From an optimization exercise on the open Yosys and OpenROAD flow, aimed at small area, a short achievable clock period and few clock cycles per item; shortcuts taken in it are not production practice.
In this exercise RTL edits were held to simulation tests only and were not proved equivalent to the original.
Power and IR drop assume default switching activity.

## old
==> flow/design.v <==
package dll_pkg;
  localparam int MODE_W     = 3;
  localparam int LIST_IN_W  = 2;
  localparam int NODE_IN_W  = 6;
  localparam int NODE_OUT_W = 6;
  typedef enum logic [MODE_W-1:0] {
    MODE_CLEAR    = 3'd0,
    MODE_INS_TAIL = 3'd1,
    MODE_INS_HEAD = 3'd2,
    MODE_DELETE   = 3'd3,
    MODE_GET_HEAD = 3'd4,
    MODE_GET_TAIL = 3'd5
  } mode_t;
  typedef enum logic [1:0] {
    ST_OK       = 2'd0,
    ST_EMPTY    = 2'd1,
    ST_LINKED   = 2'd2,
    ST_UNLINKED = 2'd3
  } status_t;
  typedef struct packed {
    status_t                 status;
    logic [NODE_OUT_W-1:0]   node;
    logic                    empty;
  } res_t;
  function automatic res_t make_res(status_t s, logic [NODE_OUT_W-1:0] n, logic e);
    make_res = {s, n, e};
  endfunction
endpackage
module doubly_linked_list_manager #(
  parameter int NODE_COUNT = 64,
  parameter int LIST_COUNT = 4
) (
  input  logic        clk,
  input  logic        rst_n,
  input  logic        start,
  output logic        busy,
  input  logic [2:0]  in_mode,
  input  logic [1:0]  in_list_id,
  input  logic [5:0]  in_node_index,
  output logic        out_valid,
  output logic [1:0]  out_status,
  output logic [5:0]  out_result_node,
  output logic        out_list_empty
);
  localparam int N = 64;
  localparam int L = 4;
  localparam int Q = 4;    
  logic [N-1:0]       nv_q;     
  logic [N-1:0][1:0]  own_q;    
  logic [N-1:0][5:0]  nxt_q;    
  logic [L-1:0][5:0]  hd_q, tl_q;
  logic [L-1:0]       ne_q;     
  logic         v1;
  logic [2:0]   m1;
  logic [1:0]   l1;
  logic [5:0]   x1;
  logic [5:0]   x1n;           
  logic         busy_q, clr_acc_q;
  logic         acc;
  logic         rst_q;         
  assign busy = busy_q;
  assign acc  = start && !busy_q;
  always_ff @(posedge clk) begin
    rst_q <= !rst_n;
    if (!rst_n) begin
      v1        <= 1'b0;
      busy_q    <= 1'b0;
      clr_acc_q <= 1'b0;
    end else begin
      v1        <= acc;
      clr_acc_q <= acc && (in_mode == 3'd0);
      busy_q    <= (acc && (in_mode == 3'd0)) || clr_acc_q;
    end
    m1 <= in_mode;
    l1 <= in_list_id;
    x1 <= in_node_index;
    x1n <= ~in_node_index;
  end
  logic [N-1:0]      x1h;
  logic [Q-1:0]      qv;
  logic [Q-1:0][5:0] qn;
  logic [Q-1:0][3:0] pr;       
  logic [Q-1:0]      pf;       
  always_comb begin
    qv = '0;
    qn = '0;
    pr = '0;
    pf = '0;
    for (int i = 0; i < N; i++) begin
      x1h[i] = (x1 == 6'(i));
      qv[i/16] = qv[i/16] | (x1h[i] & nv_q[i]);
      qn[i/16] = qn[i/16] | ({6{x1h[i]}} & nxt_q[i]);
      if (nv_q[i] && (i < N / 2 ? (nxt_q[i] == x1) : (nxt_q[i] == ~x1n))) begin
        pr[i/16] = pr[i/16] | 4'(i);
        pf[i/16] = 1'b1;
      end
    end
  end
  logic              v2;
  logic [2:0]        m2;
  logic [1:0]        l2;
  logic [5:0]        x2;
  logic [Q-1:0]      qv2;
  logic [Q-1:0][5:0] qn2;
  logic [Q-1:0][3:0] pr2;
  logic [Q-1:0]      pf2;
  always_ff @(posedge clk) begin
    if (!rst_n) v2 <= 1'b0;
    else        v2 <= v1;
    m2  <= m1;
    l2  <= l1;
    x2  <= x1;
    qv2 <= qv;
    qn2 <= qn;
    pr2 <= pr;
    pf2 <= pf;
  end
  logic         wenw;          
  logic [5:0]   waw;
  logic         pvw;           
  logic [5:0]   pbw;
  logic [5:0]   wdw;           
  logic         nvww;          
  logic [5:0]   xw;
  logic [1:0]   lsw;           
  logic         insw, instw, delw, clrw;
  logic         hww, hqw;      
  logic         tww, tpw;      
  logic         nsw, ncw;      
  logic [L-1:0][5:0] hd_d, tl_d;
  logic [L-1:0]      ne_d;
  logic [L-1:0]      hw_j, tw_j;
  always_comb begin
    hd_d = hd_q;
    tl_d = tl_q;
    ne_d = ne_q;
    for (int j = 0; j < L; j++) begin
      hw_j[j] = hww && (lsw == 2'(j));
      tw_j[j] = tww && (lsw == 2'(j));
      if (hw_j[j]) hd_d[j] = hqw ? wdw : xw;
      if (tw_j[j]) tl_d[j] = tpw ? pbw : xw;
      if (nsw && lsw == 2'(j)) ne_d[j] = 1'b1;
      if (ncw && lsw == 2'(j)) ne_d[j] = 1'b0;
    end
  end
  always_ff @(posedge clk) begin
    if (rst_q) ne_q <= '0;
    else       ne_q <= ne_d;
    hd_q <= hd_d;
    tl_q <= tl_d;
  end
  logic [5:0] wae;
  logic       wev;
  assign wae = delw ? pbw : waw;
  assign wev = wenw || pvw;
  for (genvar i = 0; i < N; i++) begin : g_node
    always_ff @(posedge clk) begin
      if (rst_q || (xw == 6'(i) && (delw || instw)) || (clrw && own_q[i] == lsw)) nv_q[i] <= 1'b0;
      else if (wev && wae == 6'(i)) nv_q[i] <= nvww;
      if (insw && xw == 6'(i)) own_q[i] <= lsw;
      if (wev && wae == 6'(i)) nxt_q[i] <= wdw;
    end
  end
  logic       ins3, inst3, del3, wev3, nvw3;
  logic [5:0] x3, wae3, wd3;
  always_ff @(posedge clk) begin
    if (!rst_n) begin
      ins3  <= 1'b0;
      inst3 <= 1'b0;
      del3  <= 1'b0;
      wev3  <= 1'b0;
    end else begin
      ins3  <= insw;
      inst3 <= instw;
      del3  <= delw;
      wev3  <= wev;
    end
    x3   <= xw;
    wae3 <= wae;
    wd3  <= wdw;
    nvw3 <= nvww;
  end
  logic       xeq3, aeq3, deq3, xeq, aeq, deq;
  assign xeq3 = (x3 == x2);
  assign aeq3 = wev3 && (wae3 == x2);
  assign deq3 = wev3 && nvw3 && (wd3 == x2);     
  assign xeq  = (xw == x2);
  assign aeq  = wev && (wae == x2);
  assign deq  = (wdw == x2);
  logic       rnv, fnv;
  logic [5:0] rq, fq, pb;
  logic       lk;
  always_comb begin
    rnv = qv2[x2[5:4]];
    rq  = qn2[x2[5:4]];
    if (aeq3) begin
      rnv = nvw3;
      rq  = wd3;
    end
    if (xeq3 && (del3 || inst3)) rnv = 1'b0;
    fnv = rnv;
    fq  = rq;
    if (aeq) begin
      fnv = nvww;
      fq  = wdw;
    end
    if (xeq && (delw || instw)) fnv = 1'b0;
    if (wev && nvww && deq) pb = wae;
    else if (deq3)          pb = wae3;
    else                    pb = {pf2[3] | pf2[2], pf2[3] | pf2[1], pr2[0] | pr2[1] | pr2[2] | pr2[3]};
  end
  logic [L-1:0] ph, qt;
  logic         rpn, rqn;
  logic [1:0]   rown;
  always_comb begin
    for (int j = 0; j < L; j++) begin
      ph[j] = ne_d[j] && (hw_j[j] ? (hqw ? deq : xeq) : (hd_q[j] == x2));
      qt[j] = ne_d[j] && (tw_j[j] ? (tpw ? (pbw == x2) : xeq) : (tl_q[j] == x2));
    end
    rpn = |ph;
    rqn = |qt;
    rown[0] = ph[1] | ph[3] | qt[1] | qt[3];
    rown[1] = ph[2] | ph[3] | qt[2] | qt[3];
  end
  logic rk;
  always_comb begin
    if (xeq && (insw || delw))        rk = insw;
    else if (xeq3 && (ins3 || del3))  rk = ins3;
    else rk = rpn || (wev && nvww && deq) || deq3 || (|pf2);
  end
  logic [5:0] h2, t2;
  logic       e2;
  assign h2 = hd_d[l2];
  assign t2 = tl_d[l2];
  assign e2 = !ne_d[l2];
  logic i_t, i_h, i_d, i_c;
  assign i_t = v2 && (m2 == 3'd1) && !rk;
  assign i_h = v2 && (m2 == 3'd2) && !rk;
  assign i_d = v2 && (m2 == 3'd3) && rk;
  assign i_c = v2 && (m2 == 3'd0);
  always_ff @(posedge clk) begin
    if (rst_q) begin
      wenw  <= 1'b0;
      pvw   <= 1'b0;
      insw  <= 1'b0;
      instw <= 1'b0;
      delw  <= 1'b0;
      clrw  <= 1'b0;
      hww   <= 1'b0;
      tww   <= 1'b0;
      nsw   <= 1'b0;
      ncw   <= 1'b0;
    end else begin
      wenw  <= (i_t && !e2) || i_h;
      pvw   <= i_d && !rpn;
      insw  <= i_t || i_h;
      instw <= i_t;
      delw  <= i_d;
      clrw  <= i_c;
      hww   <= i_h || (i_t && e2) || (i_d && rpn && !rqn);
      tww   <= i_t || (i_h && e2) || (i_d && rqn && !rpn);
      nsw   <= i_t || i_h;
      ncw   <= i_c || (i_d && rpn && rqn);
    end
    pbw <= pb;
    hqw <= (m2 == 3'd3);
    tpw <= (m2 == 3'd3);
    xw  <= x2;
    lsw <= (m2 == 3'd3) ? rown : l2;
    waw <= (m2 == 3'd1) ? t2 : x2;
    if (m2 == 3'd1) begin
      wdw <= x2; nvww <= 1'b1;
    end else if (m2 == 3'd2) begin
      wdw <= h2; nvww <= !e2;
    end else begin
      wdw <= fq; nvww <= fnv;
    end
  end
  logic [1:0] rs;
  logic [5:0] rn;
  logic       re;
  always_comb begin
    rs = 2'd0;
    rn = 6'd0;
    re = e2;
    unique case (m2)
      3'd0: re = 1'b1;
      3'd1, 3'd2: begin
        if (rk) rs = 2'd2;
        else re = 1'b0;
      end
      3'd3: begin
        if (!rk) begin rs = 2'd3; re = 1'b0; end
        else re = rpn && rqn;
      end
      3'd4, 3'd5: begin
        if (e2) rs = 2'd1;
        else rn = (m2 == 3'd4) ? h2 : t2;
      end
      default: ;
    endcase
  end
  logic       ov;
  logic [1:0] os;
  logic [5:0] on;
  logic       oe;
  always_ff @(posedge clk) begin
    if (!rst_n) ov <= 1'b0;
    else        ov <= v2;
    os <= rs;
    on <= rn;
    oe <= re;
  end
  assign out_valid       = ov;
  assign out_status      = os;
  assign out_result_node = on;
  assign out_list_empty  = oe;
endmodule
Settings: LEC_CHECK=0, ABC_AREA=1, CAP_MARGIN=30, CORE_MARGIN=2, CORE_UTILIZATION=40, CTS_BUF_LIST=sky130_fd_sc_hd__clkbuf_16, CTS_CLUSTER_DIAMETER=100, CTS_CLUSTER_SIZE=20, PLACE_DENSITY=0.55, SETUP_SLACK_MARGIN=3.3, SLEW_MARGIN=30; clock period 5.5 ns.
run.sh (not shown) runs the stock make flow with config.mk's settings and CLKGATE_MAP_FILE= SYNTH_SCRIPT=/design/flow/synth_recipe.tcl, a recipe that flattens the netlist after the stock synthesis.
Testbench counts of old, summed over its fixed seeds: cycles 12,290, ops 12,000.
Edits applied to the flow inputs when going from old to new:
diff --git a/flow/design.v b/flow/design.v
--- a/flow/design.v
+++ b/flow/design.v
@@ -74,46 +74,41 @@
     m1 <= in_mode;
     l1 <= in_list_id;
     x1 <= in_node_index;
     x1n <= ~in_node_index;
   end
   logic [N-1:0]      x1h;
-  logic [Q-1:0]      qv;
   logic [Q-1:0][5:0] qn;
   logic [Q-1:0][3:0] pr;       
   logic [Q-1:0]      pf;       
   always_comb begin
-    qv = '0;
     qn = '0;
     pr = '0;
     pf = '0;
     for (int i = 0; i < N; i++) begin
       x1h[i] = (x1 == 6'(i));
-      qv[i/16] = qv[i/16] | (x1h[i] & nv_q[i]);
       qn[i/16] = qn[i/16] | ({6{x1h[i]}} & nxt_q[i]);
       if (nv_q[i] && (i < N / 2 ? (nxt_q[i] == x1) : (nxt_q[i] == ~x1n))) begin
         pr[i/16] = pr[i/16] | 4'(i);
         pf[i/16] = 1'b1;
       end
     end
   end
   logic              v2;
   logic [2:0]        m2;
   logic [1:0]        l2;
   logic [5:0]        x2;
-  logic [Q-1:0]      qv2;
   logic [Q-1:0][5:0] qn2;
   logic [Q-1:0][3:0] pr2;
   logic [Q-1:0]      pf2;
   always_ff @(posedge clk) begin
     if (!rst_n) v2 <= 1'b0;
     else        v2 <= v1;
     m2  <= m1;
     l2  <= l1;
     x2  <= x1;
-    qv2 <= qv;
     qn2 <= qn;
     pr2 <= pr;
     pf2 <= pf;
   end
   logic         wenw;          
   logic [5:0]   waw;
@@ -158,23 +153,21 @@
       if (rst_q || (xw == 6'(i) && (delw || instw)) || (clrw && own_q[i] == lsw)) nv_q[i] <= 1'b0;
       else if (wev && wae == 6'(i)) nv_q[i] <= nvww;
       if (insw && xw == 6'(i)) own_q[i] <= lsw;
       if (wev && wae == 6'(i)) nxt_q[i] <= wdw;
     end
   end
-  logic       ins3, inst3, del3, wev3, nvw3;
+  logic       ins3, del3, wev3, nvw3;
   logic [5:0] x3, wae3, wd3;
   always_ff @(posedge clk) begin
     if (!rst_n) begin
       ins3  <= 1'b0;
-      inst3 <= 1'b0;
       del3  <= 1'b0;
       wev3  <= 1'b0;
     end else begin
       ins3  <= insw;
-      inst3 <= instw;
       del3  <= delw;
       wev3  <= wev;
     end
     x3   <= xw;
     wae3 <= wae;
     wd3  <= wdw;
@@ -184,30 +177,18 @@
   assign xeq3 = (x3 == x2);
   assign aeq3 = wev3 && (wae3 == x2);
   assign deq3 = wev3 && nvw3 && (wd3 == x2);     
   assign xeq  = (xw == x2);
   assign aeq  = wev && (wae == x2);
   assign deq  = (wdw == x2);
-  logic       rnv, fnv;
   logic [5:0] rq, fq, pb;
-  logic       lk;
   always_comb begin
-    rnv = qv2[x2[5:4]];
     rq  = qn2[x2[5:4]];
-    if (aeq3) begin
-      rnv = nvw3;
-      rq  = wd3;
-    end
-    if (xeq3 && (del3 || inst3)) rnv = 1'b0;
-    fnv = rnv;
+    if (aeq3) rq = wd3;
     fq  = rq;
-    if (aeq) begin
-      fnv = nvww;
-      fq  = wdw;
-    end
-    if (xeq && (delw || instw)) fnv = 1'b0;
+    if (aeq) fq = wdw;
     if (wev && nvww && deq) pb = wae;
     else if (deq3)          pb = wae3;
     else                    pb = {pf2[3] | pf2[2], pf2[3] | pf2[1], pr2[0] | pr2[1] | pr2[2] | pr2[3]};
   end
   logic [L-1:0] ph, qt;
   logic         rpn, rqn;
@@ -270,13 +251,13 @@
     waw <= (m2 == 3'd1) ? t2 : x2;
     if (m2 == 3'd1) begin
       wdw <= x2; nvww <= 1'b1;
     end else if (m2 == 3'd2) begin
       wdw <= h2; nvww <= !e2;
     end else begin
-      wdw <= fq; nvww <= fnv;
+      wdw <= fq; nvww <= !rqn;
     end
   end
   logic [1:0] rs;
   logic [5:0] rn;
   logic       re;
   always_comb begin
==> run summary <==
Diff old -> new | die outline width | down slightly
Summary — sequential cell area fraction in the yosys report, new relative to old: higher, by 1.2 points.
Between new and old, the data arrival time of the critical path figures differ only marginally.
Side by side, power dissipated in sequential cells turned out lower in new than in old.
On sequential share of layout area, new tracks old almost exactly.
Die area | new < old
From old to new the numbers moved as follows: final non-filler cell area shows a reduction of 0.54%; worst setup slack after layout moved down; detailed-route wire length shows a reduction of about 0.8%; gate count after technology mapping stayed essentially flat.
Of old and new, the higher number of multi-input combinational cells in the layout belongs to new.
In summary, new completed successfully, with a layout that passed the timing, DRC and antenna checks.
Per the comparison of new with old, fraction of met2 tracks used by global routing went down, first-pass GRT wire length went down.
Testbench counts of new, summed over its fixed seeds: cycles 12,290, ops 12,000.

[port drivers added, routing unchanged]
Ports are ideal in the flow. The routed layouts listed here were re-timed in OpenROAD. Step 1 (the two cells are an assumption about what drives the block):
set clk [get_ports {clk}]
set_driving_cell -lib_cell sky130_fd_sc_hd__clkbuf_16 $clk
set_driving_cell -lib_cell sky130_fd_sc_hd__buf_2 [delete_from_list [all_inputs] $clk]
Step 2 adds t to the input delays and takes it off the output delays; t is the mean of the earliest and latest rising clock arrival at the registers after step 1. Input paths then give back, and output paths get back, about the clock's delay inside the block. Slacks: ideal / step 1 / step 2; pairs: ideal / step 1.
run | shift t [ns] | setup WS [ns] | worst setup path at the end | slew at the worst register clock pin (ns)
old | 0.691 | 3.286 / 3.258 / 3.112 | input to register | 0.10 / 0.10
new | 0.697 | 3.243 / 3.243 / 3.181 | input to register | 0.10 / 0.10
After both steps every run listed still meets setup and hold. For old, which loses most, drivers alone change the setup slack by -0.028 ns; drivers and shift together by -0.174 ns.
